This is an optimization exercise on Yosys and OpenROAD, whose aim is small area, a short achievable clock period and few clock cycles per item, not a production implementation. RTL that was checked went through simulation tests only; none was proved equivalent to the original. Power and IR drop assume default switching activity.

==> inputs of v36 <==
Design conv3x3_stream, start of the top module:
module conv3x3_stream
#(
  parameter int DATA_W     = 8,
  parameter int COEF_W     = 8,
  parameter int NORM_SHIFT = 4
) (
  input  logic                  i_clk,
  input  logic                  i_rst,
  input  logic [9*DATA_W-1:0]   i_pixel_data,
  input  logic                  i_pixel_data_valid,
  input  logic                  i_pixel_data_last,
  output logic                  o_pixel_data_ready,
  output logic [DATA_W-1:0]     o_convolved_data,
  output logic                  o_convolved_data_valid,
  output logic                  o_convolved_data_last,
  output logic                  o_convolved_sat,
  input  logic                  i_out_ready,
  input  logic                  i_coef_we,
  input  logic [3:0]            i_coef_addr,
  input  logic [COEF_W-1:0]     i_coef_data,
  input  logic                  i_coef_commit,
  output logic                  o_cfg_pending
);
export LEC_CHECK = 0
export CAP_MARGIN = 20
export CORE_MARGIN = 2
export CORE_UTILIZATION = 55
export CTS_CLUSTER_DIAMETER = 80
export CTS_CLUSTER_SIZE = 22
export SETUP_SLACK_MARGIN = 2.0
export SLEW_MARGIN = 20
export SYNTH_HIERARCHICAL = 1
create_clock -name core_clock -period 5.0 [get_ports {i_clk}]
run.sh (not shown) runs the stock make flow with config.mk's settings and CLKGATE_MAP_FILE= SYNTH_SCRIPT=/design/flow/synth_recipe.tcl, a recipe that flattens the netlist after the stock synthesis.
==> inputs of v3, as changes to v36 <==
--- a/flow/design.v
+++ b/flow/design.v
@@ -1236,23 +1236,25 @@
     shadow_d = shadow_q;
     for (int k = 0; k < 9; k++) begin
       if (i_coef_we && i_coef_addr == 4'(k)) shadow_d[k] = i_coef_data;
     end
   end
   assign pend_req = pending_q | i_coef_commit;
   assign apply    = pend_req & ((acc & i_pixel_data_last) | (~in_frame_q & ~acc));
+  logic [8:0][7:0] bank_d;
+  assign bank_d = i_rst ? DEF_KERNEL : shadow_d;
+  always_ff @(posedge i_clk) begin
+    shadow_q <= bank_d;
+    if (apply | i_rst) coef_q <= bank_d;
+  end
   always_ff @(posedge i_clk) begin
     if (i_rst) begin
-      shadow_q   <= DEF_KERNEL;
-      coef_q     <= DEF_KERNEL;
       in_frame_q <= 1'b0;
       pending_q  <= 1'b0;
     end else begin
-      shadow_q <= shadow_d;
-      if (apply) coef_q <= shadow_d;
       if (acc) in_frame_q <= ~i_pixel_data_last;
       pending_q <= pend_req & ~apply;
     end
   end
   assign kq            = coef_q;
   assign o_cfg_pending = pending_q;
   always_ff @(posedge i_clk) begin
@@ -2443,16 +2445,28 @@
   logic               take, out_free, push, pop;
   logic [PW:0]        fcnt_d;
   assign acc      = i_pixel_data_valid & rdy_q;
   assign take     = out_v_q & i_out_ready;
   assign out_free = ~out_v_q | i_out_ready;
   assign pop      = out_free & fne_q;
   assign push     = res_v & ~(out_free & ~fne_q);
-  assign cnt_d    = cnt_q + {{(CW-1){1'b0}}, acc} - {{(CW-1){1'b0}}, take};
-  assign fcnt_d   = fcnt_q + {{PW{1'b0}}, push} - {{PW{1'b0}}, pop};
+  logic [CW-1:0] cnt_inc, cnt_dec;
+  logic          rdy_inc, rdy_dec, rdy_same;
+  logic [PW:0]   fcnt_inc, fcnt_dec;
+  logic          fne_dec;
+  assign cnt_inc  = cnt_q + 1'b1;
+  assign cnt_dec  = cnt_q - 1'b1;
+  assign rdy_inc  = (cnt_q < CW'(CAP - 1));
+  assign rdy_dec  = (cnt_q <= CW'(CAP));
+  assign rdy_same = (cnt_q < CW'(CAP));
+  assign cnt_d    = (acc == take) ? cnt_q : (acc ? cnt_inc : cnt_dec);
+  assign fcnt_inc = fcnt_q + 1'b1;
+  assign fcnt_dec = fcnt_q - 1'b1;
+  assign fne_dec  = (fcnt_q > 1);
+  assign fcnt_d   = (push == pop) ? fcnt_q : (push ? fcnt_inc : fcnt_dec);
   always_comb begin
     head = '0;
     for (int i = 0; i < NQ; i++) head = head | (mem_q[i] & {10{rp_q[i]}});
   end
   always_ff @(posedge i_clk) begin
     if (i_rst) begin
       cnt_q   <= '0;
@@ -2460,17 +2474,17 @@
       out_v_q <= 1'b0;
       wp_q    <= NQ'(1);
       rp_q    <= NQ'(1);
       fcnt_q  <= '0;
       fne_q   <= 1'b0;
     end else begin
       cnt_q  <= cnt_d;
-      rdy_q  <= (cnt_d < CW'(CAP));
+      rdy_q  <= (acc == take) ? rdy_same : (acc ? rdy_inc : rdy_dec);
       fcnt_q <= fcnt_d;
-      fne_q  <= (fcnt_d != '0);
+      fne_q  <= (push == pop) ? fne_q : (push | fne_dec);
       if (push) wp_q <= {wp_q[NQ-2:0], wp_q[NQ-1]};
       if (pop)  rp_q <= {rp_q[NQ-2:0], rp_q[NQ-1]};
       if (out_free) out_v_q <= res_v | fne_q;
     end
   end
   always_ff @(posedge i_clk) begin
     for (int i = 0; i < NQ; i++) begin
==> flow/config.mk (replaced) <==
export PLATFORM = sky130hd
export DESIGN_NAME = conv3x3_stream
export DESIGN_NICKNAME = conv3x3_stream
export VERILOG_FILES = /design/flow/design.v
export SDC_FILE = /design/flow/constraint.sdc
export NUM_CORES = 4
export LEC_CHECK = 0
export CAP_MARGIN = 20
export CORE_MARGIN = 2
export CORE_UTILIZATION = 65
export CTS_CLUSTER_DIAMETER = 80
export CTS_CLUSTER_SIZE = 22
export SETUP_SLACK_MARGIN = 2.62
export SLEW_MARGIN = 20
export SYNTH_HIERARCHICAL = 1
==> inputs of v31, as changes to v36 <==
--- a/flow/design.v
+++ b/flow/design.v
@@ -1236,23 +1236,25 @@
     shadow_d = shadow_q;
     for (int k = 0; k < 9; k++) begin
       if (i_coef_we && i_coef_addr == 4'(k)) shadow_d[k] = i_coef_data;
     end
   end
   assign pend_req = pending_q | i_coef_commit;
   assign apply    = pend_req & ((acc & i_pixel_data_last) | (~in_frame_q & ~acc));
+  logic [8:0][7:0] bank_d;
+  assign bank_d = i_rst ? DEF_KERNEL : shadow_d;
+  always_ff @(posedge i_clk) begin
+    shadow_q <= bank_d;
+    if (apply | i_rst) coef_q <= bank_d;
+  end
   always_ff @(posedge i_clk) begin
     if (i_rst) begin
-      shadow_q   <= DEF_KERNEL;
-      coef_q     <= DEF_KERNEL;
       in_frame_q <= 1'b0;
       pending_q  <= 1'b0;
     end else begin
-      shadow_q <= shadow_d;
-      if (apply) coef_q <= shadow_d;
       if (acc) in_frame_q <= ~i_pixel_data_last;
       pending_q <= pend_req & ~apply;
     end
   end
   assign kq            = coef_q;
   assign o_cfg_pending = pending_q;
   always_ff @(posedge i_clk) begin
@@ -2443,16 +2445,28 @@
   logic               take, out_free, push, pop;
   logic [PW:0]        fcnt_d;
   assign acc      = i_pixel_data_valid & rdy_q;
   assign take     = out_v_q & i_out_ready;
   assign out_free = ~out_v_q | i_out_ready;
   assign pop      = out_free & fne_q;
   assign push     = res_v & ~(out_free & ~fne_q);
-  assign cnt_d    = cnt_q + {{(CW-1){1'b0}}, acc} - {{(CW-1){1'b0}}, take};
-  assign fcnt_d   = fcnt_q + {{PW{1'b0}}, push} - {{PW{1'b0}}, pop};
+  logic [CW-1:0] cnt_inc, cnt_dec;
+  logic          rdy_inc, rdy_dec, rdy_same;
+  logic [PW:0]   fcnt_inc, fcnt_dec;
+  logic          fne_dec;
+  assign cnt_inc  = cnt_q + 1'b1;
+  assign cnt_dec  = cnt_q - 1'b1;
+  assign rdy_inc  = (cnt_q < CW'(CAP - 1));
+  assign rdy_dec  = (cnt_q <= CW'(CAP));
+  assign rdy_same = (cnt_q < CW'(CAP));
+  assign cnt_d    = (acc == take) ? cnt_q : (acc ? cnt_inc : cnt_dec);
+  assign fcnt_inc = fcnt_q + 1'b1;
+  assign fcnt_dec = fcnt_q - 1'b1;
+  assign fne_dec  = (fcnt_q > 1);
+  assign fcnt_d   = (push == pop) ? fcnt_q : (push ? fcnt_inc : fcnt_dec);
   always_comb begin
     head = '0;
     for (int i = 0; i < NQ; i++) head = head | (mem_q[i] & {10{rp_q[i]}});
   end
   always_ff @(posedge i_clk) begin
     if (i_rst) begin
       cnt_q   <= '0;
@@ -2460,17 +2474,17 @@
       out_v_q <= 1'b0;
       wp_q    <= NQ'(1);
       rp_q    <= NQ'(1);
       fcnt_q  <= '0;
       fne_q   <= 1'b0;
     end else begin
       cnt_q  <= cnt_d;
-      rdy_q  <= (cnt_d < CW'(CAP));
+      rdy_q  <= (acc == take) ? rdy_same : (acc ? rdy_inc : rdy_dec);
       fcnt_q <= fcnt_d;
-      fne_q  <= (fcnt_d != '0);
+      fne_q  <= (push == pop) ? fne_q : (push | fne_dec);
       if (push) wp_q <= {wp_q[NQ-2:0], wp_q[NQ-1]};
       if (pop)  rp_q <= {rp_q[NQ-2:0], rp_q[NQ-1]};
       if (out_free) out_v_q <= res_v | fne_q;
     end
   end
   always_ff @(posedge i_clk) begin
     for (int i = 0; i < NQ; i++) begin
==> flow/config.mk (replaced) <==
export PLATFORM = sky130hd
export DESIGN_NAME = conv3x3_stream
export DESIGN_NICKNAME = conv3x3_stream
export VERILOG_FILES = /design/flow/design.v
export SDC_FILE = /design/flow/constraint.sdc
export NUM_CORES = 4
export LEC_CHECK = 0
export CAP_MARGIN = 20
export CORE_MARGIN = 2
export CORE_UTILIZATION = 75
export CTS_CLUSTER_DIAMETER = 80
export CTS_CLUSTER_SIZE = 22
export PLACE_DENSITY = 0.8
export SETUP_SLACK_MARGIN = 2.5
export SLEW_MARGIN = 20
export SYNTH_HIERARCHICAL = 1
==> inputs of v34, as changes to v36 <==
--- a/flow/design.v
+++ b/flow/design.v
@@ -1236,23 +1236,25 @@
     shadow_d = shadow_q;
     for (int k = 0; k < 9; k++) begin
       if (i_coef_we && i_coef_addr == 4'(k)) shadow_d[k] = i_coef_data;
     end
   end
   assign pend_req = pending_q | i_coef_commit;
   assign apply    = pend_req & ((acc & i_pixel_data_last) | (~in_frame_q & ~acc));
+  logic [8:0][7:0] bank_d;
+  assign bank_d = i_rst ? DEF_KERNEL : shadow_d;
+  always_ff @(posedge i_clk) begin
+    shadow_q <= bank_d;
+    if (apply | i_rst) coef_q <= bank_d;
+  end
   always_ff @(posedge i_clk) begin
     if (i_rst) begin
-      shadow_q   <= DEF_KERNEL;
-      coef_q     <= DEF_KERNEL;
       in_frame_q <= 1'b0;
       pending_q  <= 1'b0;
     end else begin
-      shadow_q <= shadow_d;
-      if (apply) coef_q <= shadow_d;
       if (acc) in_frame_q <= ~i_pixel_data_last;
       pending_q <= pend_req & ~apply;
     end
   end
   assign kq            = coef_q;
   assign o_cfg_pending = pending_q;
   always_ff @(posedge i_clk) begin
--- a/flow/config.mk
+++ b/flow/config.mk
@@ -6,10 +6,10 @@
 export NUM_CORES = 4
 export LEC_CHECK = 0
 export CAP_MARGIN = 20
 export CORE_MARGIN = 2
 export CORE_UTILIZATION = 55
 export CTS_CLUSTER_DIAMETER = 80
 export CTS_CLUSTER_SIZE = 22
-export SETUP_SLACK_MARGIN = 2.0
+export SETUP_SLACK_MARGIN = 2.55
 export SLEW_MARGIN = 20
 export SYNTH_HIERARCHICAL = 1
==> summary of the runs <==
v3 finished with timing, DRC and antenna clean. v31 completed without violations. v34 went through all stages and came out clean. v36 completed with no timing, DRC or antenna violations.
Core utilization, highest first: v31, v3, v34, v36.
The lowest routed wire length belongs to v3, the highest to v31.
Sequential share of layout area, lowest first: v34, v36, v3, v31.
Combinational power, highest first: v34, v36, v31, v3.
Hold slack: v34 < v36 < v3 < v31.
Testbench counts of v36, summed over its fixed seeds: cycles 4,136, items 4,096.
Testbench counts of v3, summed over its fixed seeds: cycles 4,136, items 4,096.
Testbench counts of v31, summed over its fixed seeds: cycles 4,136, items 4,096.
The RTL of v34 was laid out without a check of its function.

re-timing with driven ports:
The results above use ideal ports. As a check the final layouts listed here were re-extracted and re-timed, cells and wires unchanged.
Step 1: set_driving_cell puts a clkbuf_16 on i_clk and a buf_2 on each other input, an assumption about the parent block.
Step 2 also shifts input and output timing later by t, the mid clock arrival at the registers, as if the neighbouring blocks saw the same clock.
a / b / c = no drivers / after step 1 / after step 2; a / b = the first two.
run	t, ns	slack for setup (ns)	worst hold slack (ns)
v36	0.621	2.018 / 2.043 / 1.423	0.331 / 0.331 / 0.331
v3	0.657	2.468 / 2.468 / 1.892	0.333 / 0.333 / 0.333
v31	0.645	2.388 / 2.388 / 1.830	0.334 / 0.334 / 0.334
v34	0.673	2.480 / 2.480 / 1.838	0.331 / 0.331 / 0.331
After both steps every run listed still meets setup and hold. For v34, which loses most, drivers alone change the setup slack by 0.000 ns; drivers and shift together by -0.642 ns.
